This design comes from an exercise in tuning for small area, a short achievable clock period and few clock cycles per item on the open sky130 flow, not from production work.
No functional check of the RTL was part of this run.

==> design/flow/design.v <==
`default_nettype none
module bvsoc_search (
  input  wire logic        clk_i,
  input  wire logic        rst_ni,
  input  wire logic        en_i,
  input  wire logic        v_i,
  input  wire logic        w_i,
  input  wire logic        ld_i,
  input  wire logic        sd_i,
  input  wire logic [13:0] a_i,
  input  wire logic [13:0] l_i,
  output      logic        v_o,
  output      logic        ld_o,
  output      logic        sd_o,
  output      logic [13:0] a_o,
  output      logic [13:0] l_o,
  output      logic [6:0]  soc_o
);
  function automatic logic greater(input logic [13:0] x, input logic [13:0] y);
    logic c;
    c = 1'b0;
    for (int k = 0; k < 14; k++) begin
      c = (x[k] & ~y[k]) | ((x[k] | ~y[k]) & c);
    end
    greater = c;
  endfunction
  logic        v2_q, w2_q, ld2_q, sd2_q, lt0_2_q, gt99_2_q;
  logic [13:0] a2_q, l2_q;
  logic [2:0]  b2_q;
  logic        v3_q, w3_q, ld3_q, sd3_q, lt0_3_q, gt99_3_q;
  logic [13:0] a3_q, l3_q;
  logic [4:0]  b3_q;
  logic [13:0] t0_q;
  logic [13:0] t99_q;
  logic [13:0] t49_q;
  logic [13:0] t24_q;
  logic [13:0] t74_q;
  logic [13:0] t12_q;
  logic [13:0] t36_q;
  logic [13:0] t61_q;
  logic [13:0] t86_q;
  always_ff @(posedge clk_i) begin
    if (w_i) begin
      case (l_i[6:0])
        7'd0: t0_q <= a_i;
        7'd99: t99_q <= a_i;
        7'd49: t49_q <= a_i;
        7'd24: t24_q <= a_i;
        7'd74: t74_q <= a_i;
        7'd12: t12_q <= a_i;
        7'd36: t36_q <= a_i;
        7'd61: t61_q <= a_i;
        7'd86: t86_q <= a_i;
        default: ;
      endcase
    end
  end
  logic [6:0] b1;
  logic c0;
  assign c0 = greater(a_i, t49_q);
  assign b1[0] = c0;
  logic c1_0;
  assign c1_0 = greater(a_i, t24_q);
  logic c1_1;
  assign c1_1 = greater(a_i, t74_q);
  assign b1[1] = (b1[0] ? c1_1 : c1_0);
  logic c2_00;
  assign c2_00 = greater(a_i, t12_q);
  logic c2_01;
  assign c2_01 = greater(a_i, t36_q);
  logic c2_10;
  assign c2_10 = greater(a_i, t61_q);
  logic c2_11;
  assign c2_11 = greater(a_i, t86_q);
  assign b1[2] = (b1[1] ? (b1[0] ? c2_11 : c2_01) : (b1[0] ? c2_10 : c2_00));
  logic lt0, gt99;
  assign lt0  = greater(t0_q, a_i);
  assign gt99 = greater(a_i, t99_q);
  always_ff @(posedge clk_i or negedge rst_ni) begin
    if (!rst_ni) begin
      v2_q  <= 1'b0;
      w2_q  <= 1'b0;
      ld2_q <= 1'b0;
      sd2_q <= 1'b0;
    end else if (en_i) begin
      v2_q  <= v_i;
      w2_q  <= w_i;
      ld2_q <= ld_i;
      sd2_q <= sd_i;
    end
  end
  always_ff @(posedge clk_i) begin
    if (en_i) begin
      a2_q <= a_i;
      l2_q <= l_i;
      b2_q <= b1[2:0];
      lt0_2_q  <= lt0;
      gt99_2_q <= gt99;
    end
  end
  logic [13:0] t6_q;
  logic [13:0] t18_q;
  logic [13:0] t30_q;
  logic [13:0] t42_q;
  logic [13:0] t55_q;
  logic [13:0] t67_q;
  logic [13:0] t80_q;
  logic [13:0] t92_q;
  logic [13:0] t3_q;
  logic [13:0] t9_q;
  logic [13:0] t15_q;
  logic [13:0] t21_q;
  logic [13:0] t27_q;
  logic [13:0] t33_q;
  logic [13:0] t39_q;
  logic [13:0] t45_q;
  logic [13:0] t52_q;
  logic [13:0] t58_q;
  logic [13:0] t64_q;
  logic [13:0] t70_q;
  logic [13:0] t77_q;
  logic [13:0] t83_q;
  logic [13:0] t89_q;
  logic [13:0] t95_q;
  always_ff @(posedge clk_i) begin
    if (w2_q) begin
      case (l2_q[6:0])
        7'd6: t6_q <= a2_q;
        7'd18: t18_q <= a2_q;
        7'd30: t30_q <= a2_q;
        7'd42: t42_q <= a2_q;
        7'd55: t55_q <= a2_q;
        7'd67: t67_q <= a2_q;
        7'd80: t80_q <= a2_q;
        7'd92: t92_q <= a2_q;
        7'd3: t3_q <= a2_q;
        7'd9: t9_q <= a2_q;
        7'd15: t15_q <= a2_q;
        7'd21: t21_q <= a2_q;
        7'd27: t27_q <= a2_q;
        7'd33: t33_q <= a2_q;
        7'd39: t39_q <= a2_q;
        7'd45: t45_q <= a2_q;
        7'd52: t52_q <= a2_q;
        7'd58: t58_q <= a2_q;
        7'd64: t64_q <= a2_q;
        7'd70: t70_q <= a2_q;
        7'd77: t77_q <= a2_q;
        7'd83: t83_q <= a2_q;
        7'd89: t89_q <= a2_q;
        7'd95: t95_q <= a2_q;
        default: ;
      endcase
    end
  end
  logic [6:0] b2;
  assign b2[2:0] = b2_q;
  logic c3;
  assign c3 = greater(a2_q, (b2[2] ? (b2[1] ? (b2[0] ? t92_q : t42_q) : (b2[0] ? t67_q : t18_q)) : (b2[1] ? (b2[0] ? t80_q : t30_q) : (b2[0] ? t55_q : t6_q))));
  assign b2[3] = c3;
  logic c4_0;
  assign c4_0 = greater(a2_q, (b2[2] ? (b2[1] ? (b2[0] ? t89_q : t39_q) : (b2[0] ? t64_q : t15_q)) : (b2[1] ? (b2[0] ? t77_q : t27_q) : (b2[0] ? t52_q : t3_q))));
  logic c4_1;
  assign c4_1 = greater(a2_q, (b2[2] ? (b2[1] ? (b2[0] ? t95_q : t45_q) : (b2[0] ? t70_q : t21_q)) : (b2[1] ? (b2[0] ? t83_q : t33_q) : (b2[0] ? t58_q : t9_q))));
  assign b2[4] = (b2[3] ? c4_1 : c4_0);
  always_ff @(posedge clk_i or negedge rst_ni) begin
    if (!rst_ni) begin
      v3_q  <= 1'b0;
      w3_q  <= 1'b0;
      ld3_q <= 1'b0;
      sd3_q <= 1'b0;
    end else if (en_i) begin
      v3_q  <= v2_q;
      w3_q  <= w2_q;
      ld3_q <= ld2_q;
      sd3_q <= sd2_q;
    end
  end
  always_ff @(posedge clk_i) begin
    if (en_i) begin
      a3_q <= a2_q;
      l3_q <= l2_q;
      b3_q <= b2[4:0];
      lt0_3_q  <= lt0_2_q;
      gt99_3_q <= gt99_2_q;
    end
  end
  logic [13:0] t1_q;
  logic [13:0] t4_q;
  logic [13:0] t7_q;
  logic [13:0] t10_q;
  logic [13:0] t13_q;
  logic [13:0] t16_q;
  logic [13:0] t19_q;
  logic [13:0] t22_q;
  logic [13:0] t25_q;
  logic [13:0] t28_q;
  logic [13:0] t31_q;
  logic [13:0] t34_q;
  logic [13:0] t37_q;
  logic [13:0] t40_q;
  logic [13:0] t43_q;
  logic [13:0] t47_q;
  logic [13:0] t50_q;
  logic [13:0] t53_q;
  logic [13:0] t56_q;
  logic [13:0] t59_q;
  logic [13:0] t62_q;
  logic [13:0] t65_q;
  logic [13:0] t68_q;
  logic [13:0] t72_q;
  logic [13:0] t75_q;
  logic [13:0] t78_q;
  logic [13:0] t81_q;
  logic [13:0] t84_q;
  logic [13:0] t87_q;
  logic [13:0] t90_q;
  logic [13:0] t93_q;
  logic [13:0] t97_q;
  logic [13:0] t2_q;
  logic [13:0] t5_q;
  logic [13:0] t8_q;
  logic [13:0] t11_q;
  logic [13:0] t14_q;
  logic [13:0] t17_q;
  logic [13:0] t20_q;
  logic [13:0] t23_q;
  logic [13:0] t26_q;
  logic [13:0] t29_q;
  logic [13:0] t32_q;
  logic [13:0] t35_q;
  logic [13:0] t38_q;
  logic [13:0] t41_q;
  logic [13:0] t44_q;
  logic [13:0] t46_q;
  logic [13:0] t48_q;
  logic [13:0] t51_q;
  logic [13:0] t54_q;
  logic [13:0] t57_q;
  logic [13:0] t60_q;
  logic [13:0] t63_q;
  logic [13:0] t66_q;
  logic [13:0] t69_q;
  logic [13:0] t71_q;
  logic [13:0] t73_q;
  logic [13:0] t76_q;
  logic [13:0] t79_q;
  logic [13:0] t82_q;
  logic [13:0] t85_q;
  logic [13:0] t88_q;
  logic [13:0] t91_q;
  logic [13:0] t94_q;
  logic [13:0] t96_q;
  logic [13:0] t98_q;
  always_ff @(posedge clk_i) begin
    if (w3_q) begin
      case (l3_q[6:0])
        7'd1: t1_q <= a3_q;
        7'd4: t4_q <= a3_q;
        7'd7: t7_q <= a3_q;
        7'd10: t10_q <= a3_q;
        7'd13: t13_q <= a3_q;
        7'd16: t16_q <= a3_q;
        7'd19: t19_q <= a3_q;
        7'd22: t22_q <= a3_q;
        7'd25: t25_q <= a3_q;
        7'd28: t28_q <= a3_q;
        7'd31: t31_q <= a3_q;
        7'd34: t34_q <= a3_q;
        7'd37: t37_q <= a3_q;
        7'd40: t40_q <= a3_q;
        7'd43: t43_q <= a3_q;
        7'd47: t47_q <= a3_q;
        7'd50: t50_q <= a3_q;
        7'd53: t53_q <= a3_q;
        7'd56: t56_q <= a3_q;
        7'd59: t59_q <= a3_q;
        7'd62: t62_q <= a3_q;
        7'd65: t65_q <= a3_q;
        7'd68: t68_q <= a3_q;
        7'd72: t72_q <= a3_q;
        7'd75: t75_q <= a3_q;
        7'd78: t78_q <= a3_q;
        7'd81: t81_q <= a3_q;
        7'd84: t84_q <= a3_q;
        7'd87: t87_q <= a3_q;
        7'd90: t90_q <= a3_q;
        7'd93: t93_q <= a3_q;
        7'd97: t97_q <= a3_q;
        7'd2: t2_q <= a3_q;
        7'd5: t5_q <= a3_q;
        7'd8: t8_q <= a3_q;
        7'd11: t11_q <= a3_q;
        7'd14: t14_q <= a3_q;
        7'd17: t17_q <= a3_q;
        7'd20: t20_q <= a3_q;
        7'd23: t23_q <= a3_q;
        7'd26: t26_q <= a3_q;
        7'd29: t29_q <= a3_q;
        7'd32: t32_q <= a3_q;
        7'd35: t35_q <= a3_q;
        7'd38: t38_q <= a3_q;
        7'd41: t41_q <= a3_q;
        7'd44: t44_q <= a3_q;
        7'd46: t46_q <= a3_q;
        7'd48: t48_q <= a3_q;
        7'd51: t51_q <= a3_q;
        7'd54: t54_q <= a3_q;
        7'd57: t57_q <= a3_q;
        7'd60: t60_q <= a3_q;
        7'd63: t63_q <= a3_q;
        7'd66: t66_q <= a3_q;
        7'd69: t69_q <= a3_q;
        7'd71: t71_q <= a3_q;
        7'd73: t73_q <= a3_q;
        7'd76: t76_q <= a3_q;
        7'd79: t79_q <= a3_q;
        7'd82: t82_q <= a3_q;
        7'd85: t85_q <= a3_q;
        7'd88: t88_q <= a3_q;
        7'd91: t91_q <= a3_q;
        7'd94: t94_q <= a3_q;
        7'd96: t96_q <= a3_q;
        7'd98: t98_q <= a3_q;
        default: ;
      endcase
    end
  end
  logic [6:0] b3;
  assign b3[4:0] = b3_q;
  logic c5;
  assign c5 = greater(a3_q, (b3[4] ? (b3[3] ? (b3[2] ? (b3[1] ? (b3[0] ? t97_q : t47_q) : (b3[0] ? t72_q : t22_q)) : (b3[1] ? (b3[0] ? t84_q : t34_q) : (b3[0] ? t59_q : t10_q))) : (b3[2] ? (b3[1] ? (b3[0] ? t90_q : t40_q) : (b3[0] ? t65_q : t16_q)) : (b3[1] ? (b3[0] ? t78_q : t28_q) : (b3[0] ? t53_q : t4_q)))) : (b3[3] ? (b3[2] ? (b3[1] ? (b3[0] ? t93_q : t43_q) : (b3[0] ? t68_q : t19_q)) : (b3[1] ? (b3[0] ? t81_q : t31_q) : (b3[0] ? t56_q : t7_q))) : (b3[2] ? (b3[1] ? (b3[0] ? t87_q : t37_q) : (b3[0] ? t62_q : t13_q)) : (b3[1] ? (b3[0] ? t75_q : t25_q) : (b3[0] ? t50_q : t1_q))))));
  assign b3[5] = c5;
  logic c6_0;
  assign c6_0 = greater(a3_q, (b3[4] ? (b3[3] ? (b3[2] ? (b3[1] ? (b3[0] ? t96_q : t46_q) : (b3[0] ? t71_q : 14'd0)) : 14'd0) : 14'd0) : 14'd0));
  logic c6_1;
  assign c6_1 = greater(a3_q, (b3[4] ? (b3[3] ? (b3[2] ? (b3[1] ? (b3[0] ? t98_q : t48_q) : (b3[0] ? t73_q : t23_q)) : (b3[1] ? (b3[0] ? t85_q : t35_q) : (b3[0] ? t60_q : t11_q))) : (b3[2] ? (b3[1] ? (b3[0] ? t91_q : t41_q) : (b3[0] ? t66_q : t17_q)) : (b3[1] ? (b3[0] ? t79_q : t29_q) : (b3[0] ? t54_q : t5_q)))) : (b3[3] ? (b3[2] ? (b3[1] ? (b3[0] ? t94_q : t44_q) : (b3[0] ? t69_q : t20_q)) : (b3[1] ? (b3[0] ? t82_q : t32_q) : (b3[0] ? t57_q : t8_q))) : (b3[2] ? (b3[1] ? (b3[0] ? t88_q : t38_q) : (b3[0] ? t63_q : t14_q)) : (b3[1] ? (b3[0] ? t76_q : t26_q) : (b3[0] ? t51_q : t2_q))))));
  assign b3[6] = (b3[5] ? c6_1 : c6_0);
  logic [6:0] hi;
  assign hi = (b3[6] ? (b3[5] ? (b3[4] ? (b3[3] ? (b3[2] ? (b3[1] ? (b3[0] ? 7'd99 : 7'd49) : (b3[0] ? 7'd74 : 7'd24)) : (b3[1] ? (b3[0] ? 7'd86 : 7'd36) : (b3[0] ? 7'd61 : 7'd12))) : (b3[2] ? (b3[1] ? (b3[0] ? 7'd92 : 7'd42) : (b3[0] ? 7'd67 : 7'd18)) : (b3[1] ? (b3[0] ? 7'd80 : 7'd30) : (b3[0] ? 7'd55 : 7'd6)))) : (b3[3] ? (b3[2] ? (b3[1] ? (b3[0] ? 7'd95 : 7'd45) : (b3[0] ? 7'd70 : 7'd21)) : (b3[1] ? (b3[0] ? 7'd83 : 7'd33) : (b3[0] ? 7'd58 : 7'd9))) : (b3[2] ? (b3[1] ? (b3[0] ? 7'd89 : 7'd39) : (b3[0] ? 7'd64 : 7'd15)) : (b3[1] ? (b3[0] ? 7'd77 : 7'd27) : (b3[0] ? 7'd52 : 7'd3))))) : (b3[4] ? (b3[3] ? (b3[2] ? (b3[1] ? (b3[0] ? 7'd97 : 7'd47) : (b3[0] ? 7'd72 : 7'd22)) : (b3[1] ? (b3[0] ? 7'd84 : 7'd34) : (b3[0] ? 7'd59 : 7'd10))) : (b3[2] ? (b3[1] ? (b3[0] ? 7'd90 : 7'd40) : (b3[0] ? 7'd65 : 7'd16)) : (b3[1] ? (b3[0] ? 7'd78 : 7'd28) : (b3[0] ? 7'd53 : 7'd4)))) : (b3[3] ? (b3[2] ? (b3[1] ? (b3[0] ? 7'd93 : 7'd43) : (b3[0] ? 7'd68 : 7'd19)) : (b3[1] ? (b3[0] ? 7'd81 : 7'd31) : (b3[0] ? 7'd56 : 7'd7))) : (b3[2] ? (b3[1] ? (b3[0] ? 7'd87 : 7'd37) : (b3[0] ? 7'd62 : 7'd13)) : (b3[1] ? (b3[0] ? 7'd75 : 7'd25) : (b3[0] ? 7'd50 : 7'd1)))))) : (b3[5] ? (b3[4] ? (b3[3] ? (b3[2] ? (b3[1] ? (b3[0] ? 7'd98 : 7'd48) : (b3[0] ? 7'd73 : 7'd23)) : (b3[1] ? (b3[0] ? 7'd85 : 7'd35) : (b3[0] ? 7'd60 : 7'd11))) : (b3[2] ? (b3[1] ? (b3[0] ? 7'd91 : 7'd41) : (b3[0] ? 7'd66 : 7'd17)) : (b3[1] ? (b3[0] ? 7'd79 : 7'd29) : (b3[0] ? 7'd54 : 7'd5)))) : (b3[3] ? (b3[2] ? (b3[1] ? (b3[0] ? 7'd94 : 7'd44) : (b3[0] ? 7'd69 : 7'd20)) : (b3[1] ? (b3[0] ? 7'd82 : 7'd32) : (b3[0] ? 7'd57 : 7'd8))) : (b3[2] ? (b3[1] ? (b3[0] ? 7'd88 : 7'd38) : (b3[0] ? 7'd63 : 7'd14)) : (b3[1] ? (b3[0] ? 7'd76 : 7'd26) : (b3[0] ? 7'd51 : 7'd2))))) : (b3[4] ? (b3[3] ? (b3[2] ? (b3[1] ? (b3[0] ? 7'd96 : 7'd46) : (b3[0] ? 7'd71 : 7'd22)) : (b3[1] ? (b3[0] ? 7'd84 : 7'd34) : (b3[0] ? 7'd59 : 7'd10))) : (b3[2] ? (b3[1] ? (b3[0] ? 7'd90 : 7'd40) : (b3[0] ? 7'd65 : 7'd16)) : (b3[1] ? (b3[0] ? 7'd78 : 7'd28) : (b3[0] ? 7'd53 : 7'd4)))) : (b3[3] ? (b3[2] ? (b3[1] ? (b3[0] ? 7'd93 : 7'd43) : (b3[0] ? 7'd68 : 7'd19)) : (b3[1] ? (b3[0] ? 7'd81 : 7'd31) : (b3[0] ? 7'd56 : 7'd7))) : (b3[2] ? (b3[1] ? (b3[0] ? 7'd87 : 7'd37) : (b3[0] ? 7'd62 : 7'd13)) : (b3[1] ? (b3[0] ? 7'd75 : 7'd25) : (b3[0] ? 7'd50 : 7'd1)))))));
  assign soc_o = lt0_3_q ? 7'd0 : (gt99_3_q ? 7'd100 : hi);
  assign v_o  = v3_q;
  assign ld_o = ld3_q;
  assign sd_o = sd3_q;
  assign a_o  = a3_q;
  assign l_o  = l3_q;
endmodule
`default_nettype wire
`default_nettype none
module bvsoc_queue #(
  parameter int unsigned Width = 24
) (
  input  wire logic             clk_i,
  input  wire logic             rst_ni,
  input  wire logic             en_i,
  input  wire logic             in_valid_i,
  output      logic             in_stall_o,
  input  wire logic [Width-1:0] in_word_i,
  output      logic             valid_o,
  output      logic [Width-1:0] word_o
);
  logic             skid_v_q, head_v_q;
  logic [Width-1:0] skid_q, head_q;
  assign in_stall_o = skid_v_q;
  always_ff @(posedge clk_i or negedge rst_ni) begin
    if (!rst_ni) begin
      skid_v_q <= 1'b0;
      head_v_q <= 1'b0;
    end else if (en_i) begin
      skid_v_q <= 1'b0;
      head_v_q <= skid_v_q | in_valid_i;
    end else if (in_valid_i) begin
      skid_v_q <= 1'b1;
    end
  end
  always_ff @(posedge clk_i) begin
    if (en_i) begin
      head_q <= skid_v_q ? skid_q : in_word_i;
    end else if (!skid_v_q) begin
      skid_q <= in_word_i;
    end
  end
  assign valid_o = head_v_q;
  assign word_o  = head_q;
endmodule
`default_nettype wire
`default_nettype none
module bvsoc_front #(
  parameter int unsigned TableEntries = 100
) (
  input  wire logic        clk_i,
  input  wire logic        rst_ni,
  input  wire logic        en_i,
  input  wire logic        valid_i,
  input  wire logic [23:0] word_i,
  input  wire logic        cfg_valid_i,
  input  wire logic [1:0]  cfg_index_i,
  input  wire logic [3:0]  cfg_data_i,
  output      logic        valid_o,
  output      logic        write_o,
  output      logic        ldone_o,
  output      logic        sdone_o,
  output      logic [19:0] lx_o,
  output      logic [19:0] sx_o
);
  logic        cmd;
  logic [22:0] sample;
  logic [6:0]  index;
  logic [15:0] mv;
  logic [13:0] mv_clip;
  logic        is_sample, is_write;
  assign cmd       = word_i[23];
  assign sample    = word_i[22:0];
  assign index     = word_i[22:16];
  assign mv        = word_i[15:0];
  assign mv_clip   = (|mv[15:14]) ? 14'h3fff : mv[13:0];
  assign is_sample = valid_i & ~cmd;
  assign is_write  = valid_i & cmd & ({1'b0, index} < TableEntries);
  logic [3:0]  lshift_q, sshift_q;
  logic [8:0]  lleft_q, sleft_q;
  logic        lclr_q, sclr_q;
  logic [30:0] lsum_q, ssum_q;
  logic [30:0] lsum_n, ssum_n;
  logic [30:0] lsum_sh, ssum_sh;
  logic        lwrap, swrap;
  logic [3:0]  cfg_shift;
  assign cfg_shift = (cfg_data_i > 4'd8) ? 4'd8 : cfg_data_i;
  assign lsum_n = (lclr_q ? 31'd0 : lsum_q) + {8'd0, sample};
  assign ssum_n = (sclr_q ? 31'd0 : ssum_q) + {8'd0, sample};
  assign lsum_sh = lsum_n >> (lshift_q + 4'd3);
  assign ssum_sh = ssum_n >> (sshift_q + 4'd3);
  assign lwrap  = lleft_q == 9'd1;
  assign swrap  = sleft_q == 9'd1;
  always_ff @(posedge clk_i or negedge rst_ni) begin
    if (!rst_ni) begin
      lshift_q <= 4'd8;
      sshift_q <= 4'd4;
      lleft_q  <= 9'd256;
      sleft_q  <= 9'd16;
      lclr_q   <= 1'b1;
      sclr_q   <= 1'b1;
      valid_o  <= 1'b0;
      write_o  <= 1'b0;
      ldone_o  <= 1'b0;
      sdone_o  <= 1'b0;
    end else begin
      if (en_i) begin
        valid_o <= valid_i;
        write_o <= is_write;
        ldone_o <= is_sample & lwrap;
        sdone_o <= is_sample & swrap;
        if (is_sample) begin
          lclr_q  <= lwrap;
          sclr_q  <= swrap;
          lleft_q <= lwrap ? (9'd1 << lshift_q) : lleft_q - 9'd1;
          sleft_q <= swrap ? (9'd1 << sshift_q) : sleft_q - 9'd1;
        end
      end
      if (cfg_valid_i && cfg_index_i == 2'd0) begin
        lshift_q <= cfg_shift;
        lleft_q  <= 9'd1 << cfg_shift;
        lclr_q   <= 1'b1;
      end
      if (cfg_valid_i && cfg_index_i == 2'd1) begin
        sshift_q <= cfg_shift;
        sleft_q  <= 9'd1 << cfg_shift;
        sclr_q   <= 1'b1;
      end
    end
  end
  always_ff @(posedge clk_i) begin
    if (en_i) begin
      if (is_sample) begin
        lsum_q <= lsum_n;
        ssum_q <= ssum_n;
      end
      lx_o    <= cmd ? {13'd0, index} : lsum_sh[19:0];
      sx_o    <= cmd ? {6'd0, mv_clip} : ssum_sh[19:0];
    end
  end
endmodule
`default_nettype wire
`default_nettype none
module bvsoc_back #(
  parameter int unsigned TableEntries = 100
) (
  input  wire logic        clk_i,
  input  wire logic        rst_ni,
  input  wire logic        en_i,
  input  wire logic        valid_i,
  input  wire logic        write_i,
  input  wire logic        ldone_i,
  input  wire logic        sdone_i,
  input  wire logic [19:0] lx_i,
  input  wire logic [19:0] sx_i,
  output      logic        out_valid_o,
  output      logic [45:0] res_o
);
  function automatic logic [13:0] div125(input logic [19:0] x);
    logic [23:0] s;
    s = {1'b0, x, 3'b000} + {6'd0, x[19:2]} - {8'd0, x[19:4]} + {12'd0, x[19:8]}
      + {15'd0, x[19:11]} + {17'd0, x[19:13]} - {20'd0, x[19:16]} + 24'd4;
    div125 = s[23:10];
  endfunction
  logic        v2_q, w2_q, ld2_q, sd2_q;
  logic [13:0] lq2_q, sq2_q;
  always_ff @(posedge clk_i or negedge rst_ni) begin
    if (!rst_ni) begin
      v2_q  <= 1'b0;
      w2_q  <= 1'b0;
      ld2_q <= 1'b0;
      sd2_q <= 1'b0;
    end else if (en_i) begin
      v2_q  <= valid_i;
      w2_q  <= write_i;
      ld2_q <= ldone_i;
      sd2_q <= sdone_i;
    end
  end
  always_ff @(posedge clk_i) begin
    if (en_i) begin
      lq2_q <= write_i ? lx_i[13:0] : div125(lx_i);
      sq2_q <= write_i ? sx_i[13:0] : div125(sx_i);
    end
  end
  logic        v5, ld5, sd5;
  logic [13:0] l5, a5;
  logic [6:0]  soc;
  bvsoc_search u_search (
    .clk_i  (clk_i),
    .rst_ni (rst_ni),
    .en_i   (en_i),
    .v_i    (v2_q),
    .w_i    (w2_q),
    .ld_i   (ld2_q),
    .sd_i   (sd2_q),
    .a_i    (sq2_q),
    .l_i    (lq2_q),
    .v_o    (v5),
    .ld_o   (ld5),
    .sd_o   (sd5),
    .a_o    (a5),
    .l_o    (l5),
    .soc_o  (soc)
  );
  logic        out_v_q, ld_q, sd_q, init_q;
  logic [13:0] lavg_q, savg_q;
  logic [6:0]  soc_q;
  always_ff @(posedge clk_i or negedge rst_ni) begin
    if (!rst_ni) begin
      out_v_q <= 1'b0;
      ld_q    <= 1'b0;
      sd_q    <= 1'b0;
      init_q  <= 1'b0;
      lavg_q  <= '0;
      savg_q  <= '0;
      soc_q   <= '0;
    end else if (en_i) begin
      out_v_q <= v5;
      ld_q    <= ld5;
      sd_q    <= sd5;
      if (ld5) begin
        lavg_q <= l5;
        init_q <= 1'b1;
      end
      if (sd5) begin
        savg_q <= a5;
        soc_q  <= soc;
      end
    end
  end
  assign out_valid_o = out_v_q;
  assign res_o = {2'b00, lavg_q, ld_q, 2'b00, savg_q, sd_q, soc_q, 4'b0000, init_q};
endmodule
`default_nettype wire
`default_nettype none
module battery_voltage_average_soc_lookup #(
  parameter int unsigned TABLE_ENTRIES = 100
) (
  input  wire logic        clk_i,
  input  wire logic        rst_ni,
  input  wire logic        in_valid_i,
  output      logic        in_stall_o,
  input  wire logic        cmd_i,
  input  wire logic [22:0] sample_uv_i,
  input  wire logic [6:0]  entry_index_i,
  input  wire logic [15:0] entry_mv_i,
  output      logic        out_valid_o,
  input  wire logic        out_stall_i,
  output      logic [15:0] long_avg_mv_o,
  output      logic        long_done_o,
  output      logic [15:0] short_avg_mv_o,
  output      logic        short_done_o,
  output      logic [10:0] soc_x16_o,
  output      logic        init_seen_o,
  input  wire logic        cfg_valid_i,
  output      logic        cfg_ready_o,
  input  wire logic [1:0]  cfg_index_i,
  input  wire logic [3:0]  cfg_data_i
);
  logic        en;
  logic        v0, v1, w1, ld1, sd1;
  logic [23:0] in_word, word0;
  logic [19:0] lx1, sx1;
  logic [45:0] res;
  assign en = ~(out_valid_o & out_stall_i);
  assign in_word = {cmd_i, cmd_i ? {entry_index_i, entry_mv_i} : sample_uv_i};
  bvsoc_queue #(
    .Width (24)
  ) u_queue (
    .clk_i      (clk_i),
    .rst_ni     (rst_ni),
    .en_i       (en),
    .in_valid_i (in_valid_i),
    .in_stall_o (in_stall_o),
    .in_word_i  (in_word),
    .valid_o    (v0),
    .word_o     (word0)
  );
  bvsoc_front #(
    .TableEntries (TABLE_ENTRIES)
  ) u_front (
    .clk_i       (clk_i),
    .rst_ni      (rst_ni),
    .en_i        (en),
    .valid_i     (v0),
    .word_i      (word0),
    .cfg_valid_i (cfg_valid_i),
    .cfg_index_i (cfg_index_i),
    .cfg_data_i  (cfg_data_i),
    .valid_o     (v1),
    .write_o     (w1),
    .ldone_o     (ld1),
    .sdone_o     (sd1),
    .lx_o        (lx1),
    .sx_o        (sx1)
  );
  bvsoc_back #(
    .TableEntries (TABLE_ENTRIES)
  ) u_back (
    .clk_i       (clk_i),
    .rst_ni      (rst_ni),
    .en_i        (en),
    .valid_i     (v1),
    .write_i     (w1),
    .ldone_i     (ld1),
    .sdone_i     (sd1),
    .lx_i        (lx1),
    .sx_i        (sx1),
    .out_valid_o (out_valid_o),
    .res_o       (res)
  );
  assign cfg_ready_o = 1'b1;
  assign {long_avg_mv_o, long_done_o, short_avg_mv_o, short_done_o,
          soc_x16_o, init_seen_o} = res;
endmodule
`default_nettype wire
==> design/flow/run.sh <==
#!/bin/bash
# synth_recipe.tcl (not shown) runs the flow's synth.tcl, then flattens the netlist and writes it again
# the make line also repeats each setting of config.mk as NAME=value (left out here)
make -C /OpenROAD-flow-scripts/flow DESIGN_CONFIG=/design/flow/config.mk WORK_HOME=/design/flow/orfs CLKGATE_MAP_FILE= SYNTH_SCRIPT=/design/flow/synth_recipe.tcl finish
==> design/flow/config.mk <==
export PLATFORM = sky130hd
export DESIGN_NAME = battery_voltage_average_soc_lookup
export DESIGN_NICKNAME = battery_voltage_average_soc_lookup
export VERILOG_FILES = /design/flow/design.v
export SDC_FILE = /design/flow/constraint.sdc
export NUM_CORES = 4
export LEC_CHECK = 0
export ABC_CLOCK_PERIOD_IN_PS = 3500
export CAP_MARGIN = 20
export CORE_MARGIN = 2
export CORE_UTILIZATION = 40
export SETUP_SLACK_MARGIN = 4.5
export SLEW_MARGIN = 20
==> design/flow/constraint.sdc <==
create_clock -name core_clock -period 8.0 [get_ports {clk_i}]
set_input_delay 1.6000 -clock core_clock [delete_from_list [all_inputs] [get_ports {clk_i}]]
set_output_delay 1.6000 -clock core_clock [all_outputs]
set_load 0.01 [all_outputs]
==> run notes <==
The most used flip-flop cell after synthesis is edfxtp_1. The layout-stage area growth over the synthesis result is 19.7%. Routability-driven placement finished with a final weighted congestion of 0.838. The number of input and output port buffers inserted came out at 97. The number of non-filler instances in the completed layout is 8227. After synthesis, the most frequently instantiated cells are edfxtp_1 (1646), mux4_2 (349), nand2_1 (319), nor2_1 (252), inv_1 (214). The maximum number of pins on one net before global-route repair came out at 82. The number of setup violations in the final report came out at 0.

The most common cell in the synthesized netlist is edfxtp_1. Global routing consumed, over all layers together, 19.8% of the routing resources. The highest achievable clock rate came out at 0.177 GHz. The clock transition time at the flip-flop clock pins of the worst setup and hold paths is 0.06 ns.

The CTS tree is built. The detail route stage leaves a number of antenna-violating nets equal to 0. The fraction of synthesis flops using an asynchronous set or reset pin came out at 4.91%.

The worst clock skew came out at 0.0261 ns. The part of the cycle the worst path needs is 70.8%. The synthesized netlist cell count came out at 5004. The count of filler cells inserted in the layout came out at 16800.

The I/O pin count came out at 107. The detailed-route DRC error count is 0. The overall routed net length is 204000 um.

The cell chosen for the clock root is clkbuf_16. The fraction of the yosys area taken by sequential cells is 64.9%. The via count of the first global-routing pass came out at 46700. The H-tree depth came out at 4. The total clock buffers created by CTS is 181. Summed over its instances, the top area cell type makes up 62.2% of the synthesized netlist area. The first-pass GRT wire length is 302000 um. The run finished with no timing, DRC or antenna violations.

The number of antenna violations at the first check in global routing came out at 3. The number of antenna repair diodes is 0. For this block, the initial DRC count from the detailed router was 4799. The die footprint is 202000 sq um.

The sum of overflow across all layers after global routing came out at 0. The iteration count of the initial detailed-routing pass is 5. The path class of the tightest hold or removal check is reg2reg. The count of state elements after synthesis came out at 1731.

Setup repair after global routing could not meet its margin everywhere. The critical path in this run is classified as reg2reg. The number of maximum-capacitance constraint violations is 0.

The number of warnings printed during yosys synthesis is 4. The worst setup path is captured at a flop. The worst slew margin relative to its limit came out at 15.9%. The initial core utilization came out at 40.3%.

The number of slew-limit violations in the final report came to 0. The measured slew at the worst slew-check pin is 1.23 ns. The number of nets at the end of the flow is 5793. The clock period minus worst slack came out at 5.66 ns. The floorplan die width came out at 450 um. The height of the die came out at 450 um. Sorting the synthesized cells by area gives the leading types as edfxtp_1 (62%), mux4_2 (9.9%), ha_1 (3.1%). Dividing the detail-routed via count by the number of cells gives 5.65.

Data on the critical path is required at its endpoint by 8.53 ns. The synthesized netlist contains 89 unique library cells. The latest clock arrival within the worst-skew pair is 0.81 ns.

The total negative slack is 0 ns. Of all cell types, the one taking the most synthesized area is edfxtp_1. The number of endpoints with negative hold slack in the final report came out at 0. For the worst setup path, the data arrival time is 6.19 ns. The largest fanout of any net on the critical path came out at 2. For this block, the via count after detailed routing is 46500. STA classifies the critical path startpoint as a flop. The sum of net half-perimeters after detailed placement is 121000 um. Summing every instance area after synthesis gives 79500 sq um. The maximum buffer depth of the clock tree is 3. The number of enable-type register cells in the synthesized netlist came out at 1646.

Including well taps, the total number of placed cells is 7665. The cell row count came out at 163. The sink count of the clock tree is 1731. Of the cells placed in the final design, the portion with a size suffix greater than 1 is 28.0%. The placeable core area came out at 197000 sq um.

The post-detailed-route wirelength per cell came out at 24.7 um. The average cell area after synthesis is 15.9 sq um.
-- cell usage in the layout (no fill, tap or decap), drive strengths merged, types with 15 or more instances in the layout --
master,instances
edfxtp,1646
buf,378
mux4,349
nand2,319
nor2,252
inv,225
clkbuf,219
ha,198
mux2i,181
o21ai,178
a21oi,148
maj3,129
clkdlybuf4s50,91
fa,90
clkinv,86
nor3,82
dfrtp,79
nor2b,78
nand3,70
xnor2,50
mux2,46
a21o,41
a211oi,41
a31oi,36
o211ai,35
nand2b,35
a22oi,29
o31ai,27
and2,26
nand4,24
o21a,23
or2,21
and3,20
xor2,19
or3,18
bufinv,17
a211o,15
-- worst paths after layout --
path | startpoint | end | slack, ns | cells past startpoint
worst max register to register | u_front.sx_o[7] | u_back.sq2_q[13] | 2.34 | 22
worst min-delay path | u_back.lq2_q[10] | u_back.u_search.l2_q[10] | 0.42 | 0
max in group asynchronous | rst_ni | u_back.soc_q[4] | 5.94 | 2
min in group asynchronous | rst_ni | u_front.sleft_q[3] | 0.78 | 1
worst min register to register | u_back.lq2_q[10] | u_back.u_search.l2_q[10] | 0.42 | 0
worst max-delay path | u_front.sx_o[7] | u_back.sq2_q[13] | 2.34 | 22
-- metrics by stage --
step	hold slack, ns	area, sq um	util [%]	worst slack (ns)
3_5_place_dp	0.405	85000	43.0	1.88
6_report	0.417	95200	48.2	2.34
2_1_floorplan	0.400	80600	-	2.48
5_1_grt	0.424	95200	48.2	2.07
4_1_cts	0.419	94000	47.6	2.24
3_3_place_gp	0.402	85000	43.0	1.89
-- flip-flops by register name, indices dropped and copies added, names as in the netlist, 20 cells and up --
signal	cells
u_front.ssum_q	31
u_queue.head_q	24
u_front.lx_o	20
u_front.sx_o	20
u_queue.skid_q	24
u_front.lsum_q	31
-- cell families (layout without fill, tap and decap cells) --
logic type               count (synthesis)  after routing  share of synthesized area, %
AO/OA/AOI/OAI                          747            748                          6.29
XOR/XNOR                                69             69                         0.760
adder cells (fa/ha/maj)                417            417                          7.08
buffers and inverters                  472           1046                          2.33
flip-flops                            1731           1731                          64.9
multiplexers                           576            576                          12.8
other                                    2              9                       0.00945
AND/OR/NAND/NOR                        990            991                          5.82
-- critical path: stages (launching register included) --
cell	delay (ns)
edfxtp_1	0.42
inv_2	0.09
fa_1	0.44
fa_1	0.50
fa_1	0.51
fa_1	0.41
ha_1	0.29
a41o_1	0.23
a21o_1	0.15
a21o_1	0.18
a21o_1	0.16
a21o_1	0.16
a21oi_2	0.12
nor2b_1	0.07
o21a_1	0.19
o21a_2	0.23
o31ai_4	0.30
a2111oi_4	0.13
o311ai_2	0.28
a21boi_1	0.13
a21oi_1	0.17
xnor2_1	0.13
mux2i_1	0.08
-- cell type report --
type	instances	area [sq um]	area share [%]
clock buffer	218	4770	5.02
sequential	1731	51600	54.2
timing repair inverter	2	13.8	0.0145
inverter	233	942	0.990
clock inverter	105	998	1.05
multi-input combinational	2810	28600	30.1
tap	2640	3300	3.47
timing repair buffer	488	4900	5.15
-- repair_timing --
item,CTS,global route
setup buffers,175,40
setup endpoints to repair,209,158
pin swaps,183,136
gates resized for setup,292,162
cloned,22,2
hold buffers,0,0
-- layer usage --
layer  routed length, um  global-route usage, %  vias to the layer above
li1                    -                      -                    20500
met1               86800                   27.0                    24100
met2               99100                   32.9                     1557
met3               11600                   2.74                      343
met4                5980                   5.93                        2
met5                  13                      0                        -

-- re-timing with driven ports --
In the flow no input, the clock included, has a driving cell. The finished layout below was timed again as built, in two steps. Step 1, drivers: a clkbuf_16 drives clk_i and a buf_2 each remaining input, both assumed. Step 2 times the ports against the registers' clock, not the clock port: input delays grow and output delays shrink by t, the midpoint of the rising clock arrivals with the driver on. Slacks: no drivers / after step 1 / after step 2; pairs: no drivers / after step 1.
t (ns): 0.879
slack for setup (ns): 2.336 / 2.336 / 2.336
cell pins on the clock port's net: 1
After both steps setup and hold are still met in this run. The setup slack of this run moves by 0.000 ns with the drivers and by 0.000 ns with both steps.
